Context: an optimization exercise on an open-source flow, tuned for small area. The choices shown serve that exercise and are no tape-out recipe. Function was checked by simulation only, so behaviour that the tests miss may differ from the original. No activity file was given, so power comes from the tool's default toggle rates.

## flow/design.v

```verilog
`timescale 1ns/1ps
`default_nettype none
module tap_controller (
    input  logic    tck,
    input  logic    state_test_logic_reset,  
    input  logic    tms,
    input  logic    tdi,
    output logic    tdo,
    output logic    ctrl_insn_jdpacc_select,      
    output logic    ctrl_insn_cdpacc_select,      
    output logic    ctrl_state_test_logic_reset,  
    output logic    ctrl_state_capture_dr,
    output logic    ctrl_state_shift_dr,
    output logic    ctrl_state_update_dr,
    output logic    ctrl_tdi,                     
    input  logic    jdpacc_tdo,              
    input  logic    cdpacc_tdo               
);
    localparam int IR_WIDTH = 4;  
    typedef enum logic [3:0] {
        EXIT2_DR         = 4'h0,
        EXIT1_DR         = 4'h1,
        SHIFT_DR         = 4'h2,
        PAUSE_DR         = 4'h3,
        SELECT_IR_SCAN   = 4'h4,
        UPDATE_DR        = 4'h5,
        CAPTURE_DR       = 4'h6,
        SELECT_DR_SCAN   = 4'h7,
        EXIT2_IR         = 4'h8,
        EXIT1_IR         = 4'h9,
        SHIFT_IR         = 4'hA,
        PAUSE_IR         = 4'hB,
        RUN_TEST_IDLE    = 4'hC,
        UPDATE_IR        = 4'hD,
        CAPTURE_IR       = 4'hE,
        TEST_LOGIC_RESET = 4'hF
    } tap_state_t;
    localparam logic [IR_WIDTH-1:0] IR_JDPACC  = 4'hA;     
    localparam logic [IR_WIDTH-1:0] IR_CDPACC  = 4'hB;     
    localparam logic [IR_WIDTH-1:0] IR_BYPASS  = 4'hF;     
    localparam logic [IR_WIDTH-1:0] IR_CAPTURE = 4'b0001;  
    tap_state_t          tap_state;
    tap_state_t          tap_state_next;
    logic [IR_WIDTH-1:0] ir_shift;  
    logic [IR_WIDTH-1:0] ir;        
    logic                bypass;
    logic                tap_reset;
    assign tap_reset = state_test_logic_reset || (tap_state == TEST_LOGIC_RESET);
    always_comb begin
        case (tap_state)
            TEST_LOGIC_RESET: tap_state_next = tms ? TEST_LOGIC_RESET : RUN_TEST_IDLE;
            RUN_TEST_IDLE:    tap_state_next = tms ? SELECT_DR_SCAN : RUN_TEST_IDLE;
            SELECT_DR_SCAN:   tap_state_next = tms ? SELECT_IR_SCAN : CAPTURE_DR;
            CAPTURE_DR:       tap_state_next = tms ? EXIT1_DR : SHIFT_DR;
            SHIFT_DR:         tap_state_next = tms ? EXIT1_DR : SHIFT_DR;
            EXIT1_DR:         tap_state_next = tms ? UPDATE_DR : PAUSE_DR;
            PAUSE_DR:         tap_state_next = tms ? EXIT2_DR : PAUSE_DR;
            EXIT2_DR:         tap_state_next = tms ? UPDATE_DR : SHIFT_DR;
            UPDATE_DR:        tap_state_next = tms ? SELECT_DR_SCAN : RUN_TEST_IDLE;
            SELECT_IR_SCAN:   tap_state_next = tms ? TEST_LOGIC_RESET : CAPTURE_IR;
            CAPTURE_IR:       tap_state_next = tms ? EXIT1_IR : SHIFT_IR;
            SHIFT_IR:         tap_state_next = tms ? EXIT1_IR : SHIFT_IR;
            EXIT1_IR:         tap_state_next = tms ? UPDATE_IR : PAUSE_IR;
            PAUSE_IR:         tap_state_next = tms ? EXIT2_IR : PAUSE_IR;
            EXIT2_IR:         tap_state_next = tms ? UPDATE_IR : SHIFT_IR;
            UPDATE_IR:        tap_state_next = tms ? SELECT_DR_SCAN : RUN_TEST_IDLE;
            default:          tap_state_next = TEST_LOGIC_RESET;
        endcase
    end
    always_ff @(posedge tck) begin
        if (state_test_logic_reset) begin
            tap_state <= TEST_LOGIC_RESET;  
        end else begin
            tap_state <= tap_state_next;
        end
    end
    always_ff @(posedge tck) begin
        if (tap_state == CAPTURE_IR) begin
            ir_shift <= IR_CAPTURE;
        end else if (tap_state == SHIFT_IR) begin
            ir_shift <= {tdi, ir_shift[IR_WIDTH-1:1]};
        end
    end
    always_ff @(posedge tck) begin
        if (tap_reset) begin
            ir <= IR_JDPACC;  
        end else if (tap_state == UPDATE_IR) begin
            ir <= ir_shift;
        end
    end
    always_ff @(posedge tck) begin
        if (tap_state == CAPTURE_DR) begin
            bypass <= 1'b0;
        end else if (tap_state == SHIFT_DR) begin
            bypass <= tdi;
        end
    end
    assign ctrl_insn_jdpacc_select     = (ir == IR_JDPACC);
    assign ctrl_insn_cdpacc_select     = (ir == IR_CDPACC);
    assign ctrl_state_test_logic_reset = tap_reset;  
    assign ctrl_state_capture_dr       = (tap_state == CAPTURE_DR);
    assign ctrl_state_shift_dr         = (tap_state == SHIFT_DR);
    assign ctrl_state_update_dr        = (tap_state == UPDATE_DR);
    assign ctrl_tdi                    = tdi;
    always_comb begin
        tdo = 1'b0;  
        if (tap_state == SHIFT_IR) begin
            tdo = ir_shift[0];
        end else if (tap_state == SHIFT_DR) begin
            case (ir)
                IR_JDPACC: tdo = jdpacc_tdo;
                IR_CDPACC: tdo = cdpacc_tdo;
                default:   tdo = bypass;  
            endcase
        end
    end
endmodule
`default_nettype wire
`timescale 1ns/1ps
`default_nettype none
module core_dbg_port #(
    parameter int MEMI_NR_SLAVES  = 2,   
    parameter int MEMI_ADDR_WIDTH = 5,   
    parameter int MEMI_DATA_WIDTH = 32
) (
    input  logic     tck,
    input  logic     ctrl_insn_jdpacc_select,
    input  logic     ctrl_insn_cdpacc_select,
    input  logic     ctrl_state_test_logic_reset,
    input  logic     ctrl_state_capture_dr,
    input  logic     ctrl_state_shift_dr,
    input  logic     ctrl_state_update_dr,
    input  logic     ctrl_tdi,
    output logic     jdpacc_tdo,
    output logic     cdpacc_tdo,
    output logic [MEMI_NR_SLAVES-1:0]  memi_sel,    
    output logic [MEMI_ADDR_WIDTH-1:0] memi_addr,   
    output logic                       memi_wr_rd,  
    output logic [MEMI_DATA_WIDTH-1:0] memi_wdata,
    input  logic [MEMI_DATA_WIDTH-1:0] memi_rdata_0,  
    input  logic [MEMI_DATA_WIDTH-1:0] memi_rdata_1,  
    input  logic [MEMI_NR_SLAVES-1:0]  memi_ready     
);
    localparam int DR_WIDTH = 36;  
    localparam logic [DR_WIDTH-1:0] DBG_PORT_ID = 36'h0_1D0C_DB61;  
    localparam logic [2:0] SELECT = 3'd0;  
    localparam logic [2:0] TADDR  = 3'd1;  
    localparam logic [2:0] DTR    = 3'd2;  
    localparam logic [3:0] ACK_OK    = 4'b0010;  
    localparam logic [3:0] ACK_WAIT  = 4'b0001;  
    localparam logic [3:0] ACK_FAULT = 4'b0100;  
    logic [DR_WIDTH-1:0]        jdpacc_reg;
    logic [DR_WIDTH-1:0]        cdpacc_reg;
    logic [MEMI_DATA_WIDTH-1:0] req_data;     
    logic [2:0]                 req_op;
    logic                       req_wr;
    logic [MEMI_DATA_WIDTH-1:0] select_reg;   
    logic [MEMI_DATA_WIDTH-1:0] taddr_reg;    
    logic [MEMI_DATA_WIDTH-1:0] result_reg;   
    logic [3:0]                 ack_reg;
    logic                       busy;         
    logic [MEMI_NR_SLAVES-1:0]  sel_pending;  
    logic [MEMI_NR_SLAVES-1:0]  sel_decode;
    logic                       select_fault;
    logic                       cdp_update;
    logic                       dtr_issue;
    logic [MEMI_DATA_WIDTH-1:0] bus_rdata;
    logic                       bus_ready;
    assign jdpacc_tdo = jdpacc_reg[0];
    assign cdpacc_tdo = cdpacc_reg[0];
    assign req_data   = cdpacc_reg[35:4];
    assign req_op     = cdpacc_reg[3:1];
    assign req_wr     = cdpacc_reg[0];
    assign cdp_update = ctrl_insn_cdpacc_select && ctrl_state_update_dr;
    always_ff @(posedge tck) begin
        if (ctrl_insn_jdpacc_select && ctrl_state_capture_dr) begin
            jdpacc_reg <= DBG_PORT_ID;
        end else if (ctrl_insn_jdpacc_select && ctrl_state_shift_dr) begin
            jdpacc_reg <= {ctrl_tdi, jdpacc_reg[DR_WIDTH-1:1]};
        end
    end
    always_ff @(posedge tck) begin
        if (ctrl_insn_cdpacc_select && ctrl_state_capture_dr) begin
            cdpacc_reg <= {busy ? '0 : result_reg, busy ? ACK_WAIT : ack_reg};
        end else if (ctrl_insn_cdpacc_select && ctrl_state_shift_dr) begin
            cdpacc_reg <= {ctrl_tdi, cdpacc_reg[DR_WIDTH-1:1]};
        end
    end
    always_comb begin
        for (int i = 0; i < MEMI_NR_SLAVES; i++) begin
            sel_decode[i] = (select_reg == MEMI_DATA_WIDTH'(i));
        end
    end
    assign select_fault = (select_reg >= MEMI_DATA_WIDTH'(MEMI_NR_SLAVES));  
    assign dtr_issue    = cdp_update && (req_op == DTR) && !busy && !select_fault;
    always_comb begin
        bus_rdata = '0;
        if (memi_ready[0]) begin
            bus_rdata = memi_rdata_0;
        end
        if (memi_ready[1]) begin
            bus_rdata = memi_rdata_1;
        end
    end
    assign bus_ready = |memi_ready;
    always_ff @(posedge tck) begin
        if (ctrl_state_test_logic_reset) begin
            select_reg  <= '0;
            taddr_reg   <= '0;
            result_reg  <= '0;
            ack_reg     <= ACK_OK;
            busy        <= 1'b0;
            sel_pending <= '0;
        end else begin
            sel_pending <= '0;  
            if (cdp_update) begin
                case (req_op)
                    SELECT: begin
                        if (req_wr) begin
                            select_reg <= req_data;
                        end
                        result_reg <= req_wr ? req_data : select_reg;  
                        ack_reg    <= ACK_OK;
                    end
                    TADDR: begin
                        if (req_wr) begin
                            taddr_reg <= req_data;
                        end
                        result_reg <= req_wr ? req_data : taddr_reg;
                        ack_reg    <= ACK_OK;
                    end
                    DTR: begin
                        if (!busy && select_fault) begin  
                            result_reg <= '0;
                            ack_reg    <= ACK_FAULT;
                        end else if (dtr_issue) begin
                            sel_pending <= sel_decode;
                            busy        <= 1'b1;
                        end
                    end
                    default: begin
                        result_reg <= '0;
                        ack_reg    <= ACK_FAULT;  
                    end
                endcase
            end
            if (busy && bus_ready) begin
                busy       <= 1'b0;
                result_reg <= memi_wr_rd ? memi_wdata : bus_rdata;
                ack_reg    <= ACK_OK;
            end
        end
    end
    always_ff @(posedge tck) begin
        if (ctrl_state_test_logic_reset) begin
            memi_sel <= '0;
        end else begin
            memi_sel <= sel_pending;  
        end
    end
    always_ff @(posedge tck) begin
        if (dtr_issue) begin
            memi_addr  <= taddr_reg[MEMI_ADDR_WIDTH-1:0];
            memi_wr_rd <= req_wr;
            memi_wdata <= req_data;
        end
    end
endmodule
`default_nettype wire
`timescale 1ns/1ps
`default_nettype none
module dbg_reg_bank #(
    parameter int SLAVE_INDEX     = 0,  
    parameter int MEMI_NR_SLAVES  = 2,  
    parameter int MEMI_ADDR_WIDTH = 5,  
    parameter int MEMI_DATA_WIDTH = 32
) (
    input  logic                       tck,
    input  logic                       state_test_logic_reset,
    input  logic [MEMI_NR_SLAVES-1:0]  memi_sel,    
    input  logic [MEMI_ADDR_WIDTH-1:0] memi_addr,   
    input  logic                       memi_wr_rd,  
    input  logic [MEMI_DATA_WIDTH-1:0] memi_wdata,
    output logic [MEMI_DATA_WIDTH-1:0] memi_rdata,  
    output logic                       memi_ready   
);
    logic [MEMI_DATA_WIDTH-1:0] regs [2**MEMI_ADDR_WIDTH];
    logic [MEMI_DATA_WIDTH-1:0] rdata;
    logic                       ready;
    logic                       selected;
    assign selected = memi_sel[SLAVE_INDEX];
    always_ff @(posedge tck) begin
        if (state_test_logic_reset) begin
            for (int i = 0; i < 2**MEMI_ADDR_WIDTH; i++) begin
                regs[i] <= '0;  
            end
            ready <= 1'b0;
        end else begin
            ready <= selected;
            if (selected && memi_wr_rd) begin
                regs[memi_addr] <= memi_wdata;
            end
        end
    end
    always_ff @(posedge tck) begin
        if (selected && !memi_wr_rd) begin
            rdata <= regs[memi_addr];  
        end
    end
    assign memi_ready = ready;
    assign memi_rdata = rdata;
endmodule
`default_nettype wire
`timescale 1ns/1ps
`default_nettype none
module jtag_dbg_top (
    input  logic tck,
    input  logic state_test_logic_reset,
    input  logic tms,
    input  logic tdi,
    output logic tdo
);
    localparam int MEMI_NR_SLAVES  = 2;   
    localparam int MEMI_ADDR_WIDTH = 5;   
    localparam int MEMI_DATA_WIDTH = 32;
    logic jdpacc_tdo;  
    logic cdpacc_tdo;
    logic ctrl_insn_jdpacc_select;
    logic ctrl_insn_cdpacc_select;
    logic ctrl_state_test_logic_reset;
    logic ctrl_state_capture_dr;
    logic ctrl_state_shift_dr;
    logic ctrl_state_update_dr;
    logic ctrl_tdi;
    logic [MEMI_NR_SLAVES-1:0]  memi_sel;
    logic [MEMI_ADDR_WIDTH-1:0] memi_addr;
    logic                       memi_wr_rd;
    logic [MEMI_DATA_WIDTH-1:0] memi_wdata;
    logic [MEMI_DATA_WIDTH-1:0] memi_rdata_0;
    logic [MEMI_DATA_WIDTH-1:0] memi_rdata_1;
    logic [MEMI_NR_SLAVES-1:0]  memi_ready;
    tap_controller tap_controller_i (
        .tck                         (tck),
        .state_test_logic_reset      (state_test_logic_reset),
        .tms                         (tms),
        .tdi                         (tdi),
        .tdo                         (tdo),
        .ctrl_insn_jdpacc_select     (ctrl_insn_jdpacc_select),
        .ctrl_insn_cdpacc_select     (ctrl_insn_cdpacc_select),
        .ctrl_state_test_logic_reset (ctrl_state_test_logic_reset),
        .ctrl_state_capture_dr       (ctrl_state_capture_dr),
        .ctrl_state_shift_dr         (ctrl_state_shift_dr),
        .ctrl_state_update_dr        (ctrl_state_update_dr),
        .ctrl_tdi                    (ctrl_tdi),
        .jdpacc_tdo                  (jdpacc_tdo),
        .cdpacc_tdo                  (cdpacc_tdo)
    );
    core_dbg_port core_dbg_port_i (
        .tck                         (tck),
        .ctrl_insn_jdpacc_select     (ctrl_insn_jdpacc_select),
        .ctrl_insn_cdpacc_select     (ctrl_insn_cdpacc_select),
        .ctrl_state_test_logic_reset (ctrl_state_test_logic_reset),
        .ctrl_state_capture_dr       (ctrl_state_capture_dr),
        .ctrl_state_shift_dr         (ctrl_state_shift_dr),
        .ctrl_state_update_dr        (ctrl_state_update_dr),
        .ctrl_tdi                    (ctrl_tdi),
        .jdpacc_tdo                  (jdpacc_tdo),
        .cdpacc_tdo                  (cdpacc_tdo),
        .memi_sel                    (memi_sel),
        .memi_addr                   (memi_addr),
        .memi_wr_rd                  (memi_wr_rd),
        .memi_wdata                  (memi_wdata),
        .memi_rdata_0                (memi_rdata_0),
        .memi_rdata_1                (memi_rdata_1),
        .memi_ready                  (memi_ready)
    );
    dbg_reg_bank #(.SLAVE_INDEX(0)) dbg_reg_bank_0_i (
        .tck                    (tck),
        .state_test_logic_reset (state_test_logic_reset),
        .memi_sel               (memi_sel),
        .memi_addr              (memi_addr),
        .memi_wr_rd             (memi_wr_rd),
        .memi_wdata             (memi_wdata),
        .memi_rdata             (memi_rdata_0),
        .memi_ready             (memi_ready[0])
    );
    dbg_reg_bank #(.SLAVE_INDEX(1)) dbg_reg_bank_1_i (
        .tck                    (tck),
        .state_test_logic_reset (state_test_logic_reset),
        .memi_sel               (memi_sel),
        .memi_addr              (memi_addr),
        .memi_wr_rd             (memi_wr_rd),
        .memi_wdata             (memi_wdata),
        .memi_rdata             (memi_rdata_1),
        .memi_ready             (memi_ready[1])
    );
endmodule
`default_nettype wire
```

## flow/run.sh

```bash
#!/bin/bash
# synth_recipe.tcl (not shown) runs the flow's synth.tcl, then flattens the netlist and writes it again
# the make line also repeats each setting of config.mk as NAME=value (left out here)
make -C /OpenROAD-flow-scripts/flow DESIGN_CONFIG=/design/flow/config.mk WORK_HOME=/design/flow/orfs CLKGATE_MAP_FILE= SYNTH_SCRIPT=/design/flow/synth_recipe.tcl finish
```

## flow/config.mk

```make
export PLATFORM = sky130hd
export DESIGN_NAME = jtag_dbg_top
export DESIGN_NICKNAME = jtag_dbg_top
export VERILOG_FILES = /design/flow/design.v
export SDC_FILE = /design/flow/constraint.sdc
export NUM_CORES = 4
export LEC_CHECK = 0
export CAP_MARGIN = 20
export CORE_MARGIN = 2
export CORE_UTILIZATION = 40
export SLEW_MARGIN = 20
```

## flow/constraint.sdc

```tcl
create_clock -name core_clock -period 10.0 [get_ports {tck}]
set_input_delay 2.0000 -clock core_clock [delete_from_list [all_inputs] [get_ports {tck}]]
set_output_delay 2.0000 -clock core_clock [all_outputs]
set_load 0.01 [all_outputs]
```

==> impl_metrics.csv <==
group,metric,value,unit
die,fp.dieArea,0.263,mm2
synth,synth_enable_flop_cells,2186,
die,fp-row-count,186,
sta,timing.final.hold_violations,0,
setup_path,reg_to_reg_slack_setup,5300,ps
synth,yosys_warnings,4,
setup_path,worstPathRequired,8000,ps
clocking,clk_pin_slew_worst_paths,60,ps
power,vdd_drop_max,0.151,mV
clocking,post_cts_resize_count,0,
layout,biggestRegsByFlops,"dbg_reg_bank_0_i.regs x1024, dbg_reg_bank_1_i.regs x1024",
synth,yosys_register_bits,2340,
sta,worst-slew-pin-transition,1160,ps
die,floorplan.core_area,0.257,mm2
global_routing,overflow,0,
die,chipWidth,513,um
layout,design.final.nets,6508,
global_routing,grt_first_pass_wirelength,423,mm
setup_path,worstPathMaxFanout,7,
setup_path,path_cells,"mux2i_1 -> a211oi_1 -> a21oi_1 -> nor4_1 -> clkdlybuf4s50_1",
setup_path,worst-path-buf-inv,1,
placement,post-place-cells,9657,
setup_path,crit_family,"buffers and inverters",
sta,grt_setup_unrepaired,"no",
global_routing,globalRouteTotalUtil,22.5,%
layout,post_route_cells_drive_above_1_share,18.2,%
power,power_per_cell_area,176,mW/mm2
detailed_routing,wirelength,298,mm
synth,post-synth-top-area-cell,"sky130_fd_sc_hd__edfxtp_1",
synth,synth_cell_types,56,
setup_path,critical_path.endpoint_type,"primary output",
worst_hold_path,hold_path.class,"flip-flop to flip-flop",
clocking,cts_made_buffers,228,
worst_hold_path,hold_path.startpoint,"core_dbg_port_i.jdpacc_reg[14]$_SDFFE_PP1P_",
die,floorplan.io_pins,5,
detailed_routing,vias_per_cell,5.66,
synth,ys_dominant_reg_cell,"sky130_fd_sc_hd__edfxtp_1",
sta,fin_crit,4890,ps
worst_hold_path,hold-path-endpoint,"core_dbg_port_i.jdpacc_reg[14]$_SDFFE_PP1P_",
setup_path,timing.rr.end,"dbg_reg_bank_1_i.rdata[8]$_DFFE_PP_",
layout,flow.area_growth_from_synthesis,9.79,%
clocking,h-tree-depth,4,
clocking,clock_sinks,2340,
setup_path,criticalPathCategory,"flip-flop to primary output",
setup_path,r2r.worst_path.cells,5,
sta,slew_headroom,22.4,%
detailed_routing,detail_route.wl_per_cell,29.6,um
run,cap_violations,0,
placement,place_congestion,0.930,
synth,postSynthCellCount,6809,
layout,filler_cell_count,22373,
synth,async_reset_ff_share,0,%
global_routing,number_of_antenna_violations_at_the_first_check_in_global_routing,22,
setup_path,critPathMaxStageDelay,640,ps
clocking,cts.root.buffer_cell,"sky130_fd_sc_hd__clkbuf_16",
sta,timing.fmax,205,MHz
layout,stdcell_count,10088,
sta,period_share,48.9,%
global_routing,via_count_of_the_first_global_routing_pass,55974,
synth,post_synth.cell_area_avg,15.2,um2
detailed_routing,vias,57048,
synth,synthesis.nets,6813,
die,start_util,40.3,%
synth,area_share_of_the_leading_cell_type_in_the_synthesized_netlist,63.3,%
power,static_leakage,39.8,nW
clocking,worstSkewPairLatency,890,ps
sta,setup_viol,0,
sta,tns,0,ps
worst_hold_path,worstHoldPathCells,2,
placement,placement.io_buffers,4,
sta,timing.final.max_slew_violations,0,
placement,dp_hpwl,174,mm
setup_path,critPathArrivalTime,2890,ps
clocking,tritoncts,"yes",
setup_path,r2r-start,"core_dbg_port_i.memi_addr[0]$_DFFE_PP_",
synth,synth-seq-area-share,66.3,%
detailed_routing,detail_route.first_pass.iterations,8,
detailed_routing,route.detailed.drc,0,
synth,mappedNetlistArea,0.104,mm2
clocking,cts_max_path_buffers,3,
run_status,run_status,"complete, no violations",
global_routing,grt_max_degree,121,
clocking,cts.repair_timing.setup_buffer_count,0,
sta,finalClockSkew,35.0,ps
clocking,holdBufCountCts,0,
synth,synth_top_cells_by_area,"sky130_fd_sc_hd__edfxtp_1 (63%), sky130_fd_sc_hd__and2_1 (12%), sky130_fd_sc_hd__mux4_2 (11%)",
detailed_routing,ant_nets,0,
setup_path,start_kind,"flip-flop",
setup_path,timing.critical_path.slowest_stage_cell,"sky130_fd_sc_hd__clkdlybuf4s50_1",
detailed_routing,drt_iter0_drc,8110,
die,floorplan.die.height,513,um
-- placed cells by master (no fill, tap or decap), types with 15 or more instances in the layout --
cell type | netlist | layout
sky130_fd_sc_hd__a21oi_1 | 101 | 101
sky130_fd_sc_hd__a221oi_1 | 32 | 32
sky130_fd_sc_hd__a22oi_1 | 256 | 256
sky130_fd_sc_hd__a311oi_2 | 32 | 32
sky130_fd_sc_hd__and2_1 | 2053 | 2051
sky130_fd_sc_hd__buf_4 | 12 | 153
sky130_fd_sc_hd__bufinv_16 | 0 | 19
sky130_fd_sc_hd__clkbuf_1 | 544 | 45
sky130_fd_sc_hd__clkbuf_16 | 0 | 233
sky130_fd_sc_hd__clkinv_1 | 0 | 55
sky130_fd_sc_hd__clkinv_2 | 0 | 44
sky130_fd_sc_hd__clkinvlp_4 | 0 | 15
sky130_fd_sc_hd__dfxtp_1 | 154 | 154
sky130_fd_sc_hd__edfxtp_1 | 2186 | 2186
sky130_fd_sc_hd__inv_1 | 34 | 34
sky130_fd_sc_hd__mux2_2 | 33 | 33
sky130_fd_sc_hd__mux2i_1 | 37 | 37
sky130_fd_sc_hd__mux4_2 | 512 | 512
sky130_fd_sc_hd__nand2_1 | 242 | 242
sky130_fd_sc_hd__nand2b_1 | 26 | 26
sky130_fd_sc_hd__nand4_1 | 67 | 67
sky130_fd_sc_hd__nor2_2 | 0 | 62
sky130_fd_sc_hd__nor2b_1 | 35 | 32
sky130_fd_sc_hd__o21ai_0 | 44 | 44
sky130_fd_sc_hd__o31ai_1 | 32 | 32
sky130_fd_sc_hd__o32ai_1 | 32 | 32
sky130_fd_sc_hd__or2_2 | 67 | 67
-- worst max path at each step --
stage                                              from                                           to  slack, ps  cells after the start
floorplan                        state_test_logic_reset   dbg_reg_bank_1_i.regs[11][0]$_SDFFCE_PN0P_       6310                      5
global placement                 state_test_logic_reset   dbg_reg_bank_0_i.regs[6][28]$_SDFFCE_PN0P_       4740                      6
detailed placement               state_test_logic_reset  dbg_reg_bank_1_i.regs[11][20]$_SDFFCE_PN0P_       4760                      5
CTS                 tap_controller_i.ir[0]$_SDFFE_PP0N_                                          tdo       5010                      5
global route        tap_controller_i.ir[0]$_SDFFE_PP0N_                                          tdo       4960                      5
finish              tap_controller_i.ir[0]$_SDFFE_PP0N_                                          tdo       5110                      5
-- power breakdown --
group / total [mW] / internal (mW) / switching [mW]
clock network: 8.49 / 4.74 / 3.75
registers: 11.1 / 11.0 / 0.109
logic: 0.487 / 0.150 / 0.337
-- metrics by stage --
step	worst slack (ps)	instance area (um2)	utilization (%)	power [mW]	hold WS (ps)
after global placement	4740	107000	41.4	11.8	420
after detailed placement	4760	107000	41.4	11.8	426
after global routing	4960	114000	44.2	20.6	451
after CTS	5010	114000	44.2	20.2	439
after floorplan	6310	104000	-	11.6	406
final	5110	114000	44.2	20.1	436
-- area by class of cell --
cell class / instances / area (um2) / share of cell area, %
diodes: 6 / 15.0 / 0.0132
clock buffers: 278 / 6000 / 5.27
multi-input cells: 3737 / 32200 / 28.3
inverters: 34 / 128 / 0.112
repair buffers: 163 / 1310 / 1.15
flip-flops and latches: 2340 / 68700 / 60.4
well taps: 3384 / 4230 / 3.72
clock inverters: 146 / 1260 / 1.11
-- worst min-delay path, cell delays in order (launching register included) --
cell and delay [ps]:
sky130_fd_sc_hd__dfxtp_1 310, sky130_fd_sc_hd__nand2_1 50, sky130_fd_sc_hd__nand2_1 40
-- synthesized netlist by cell type, types with 37 or more instances --
master                     instances
sky130_fd_sc_hd__buf_2           116
sky130_fd_sc_hd__edfxtp_1       2186
sky130_fd_sc_hd__clkbuf_1        544
sky130_fd_sc_hd__o21ai_0          44
sky130_fd_sc_hd__nand2_1         242
sky130_fd_sc_hd__mux4_2          512
sky130_fd_sc_hd__a21oi_1         101
sky130_fd_sc_hd__and2_1         2053
sky130_fd_sc_hd__nor2_1           77
sky130_fd_sc_hd__or2_2            67
sky130_fd_sc_hd__a22oi_1         256
sky130_fd_sc_hd__dfxtp_1         154
sky130_fd_sc_hd__mux2i_1          37
sky130_fd_sc_hd__nand4_1          67
-- routing by layer --
layer,track usage (%),wire [um],up-vias
met5,0.493,186,-
met4,8.28,11400,2
met3,4.70,28400,428
met2,35.3,140000,2609
met1,30.7,118000,29534
li1,-,-,24475
-- cell families (layout without fill, tap and decap cells) --
kind of cell	Yosys count	in the layout	share of synthesized area, %
multiplexers	582	582	11.8
other	0	6	0
AO/OA/AOI/OAI	539	539	3.87
AND/OR/NAND/NOR	2616	2616	15.1
buffers and inverters	732	621	2.94
flip-flops	2340	2340	66.3

==> separate check: timing with driven ports <==
The flow's constraints put no driver on any port. The routed layout listed below was extracted and timed again, unchanged, in two steps. Step 1 (the two cells are an assumption about what drives the block):
set clk [get_ports {tck}]
set_driving_cell -lib_cell sky130_fd_sc_hd__clkbuf_16 $clk
set_driving_cell -lib_cell sky130_fd_sc_hd__buf_2 [delete_from_list [all_inputs] $clk]
Step 2 moves the port delays by t, midway between the first and last clock arrival at a register: inputs arrive t later, outputs are due t later. That takes back most of the time a late clock gives input paths. a / b / c = no drivers / after step 1 / after step 2; a / b = the first two.
t (ns): 0.965
slack for setup (ns): 5.111 / 5.020 / 4.720
worst hold slack (ns): 0.436 / 0.436 / 0.436
worst register clock-pin slew, ns: 0.07 / 0.07
worst slew at a driven data input, ns: 0.05
After both steps this run still meets setup and hold. For this run, drivers alone change the setup slack by -0.091 ns; drivers and shift together by -0.391 ns.
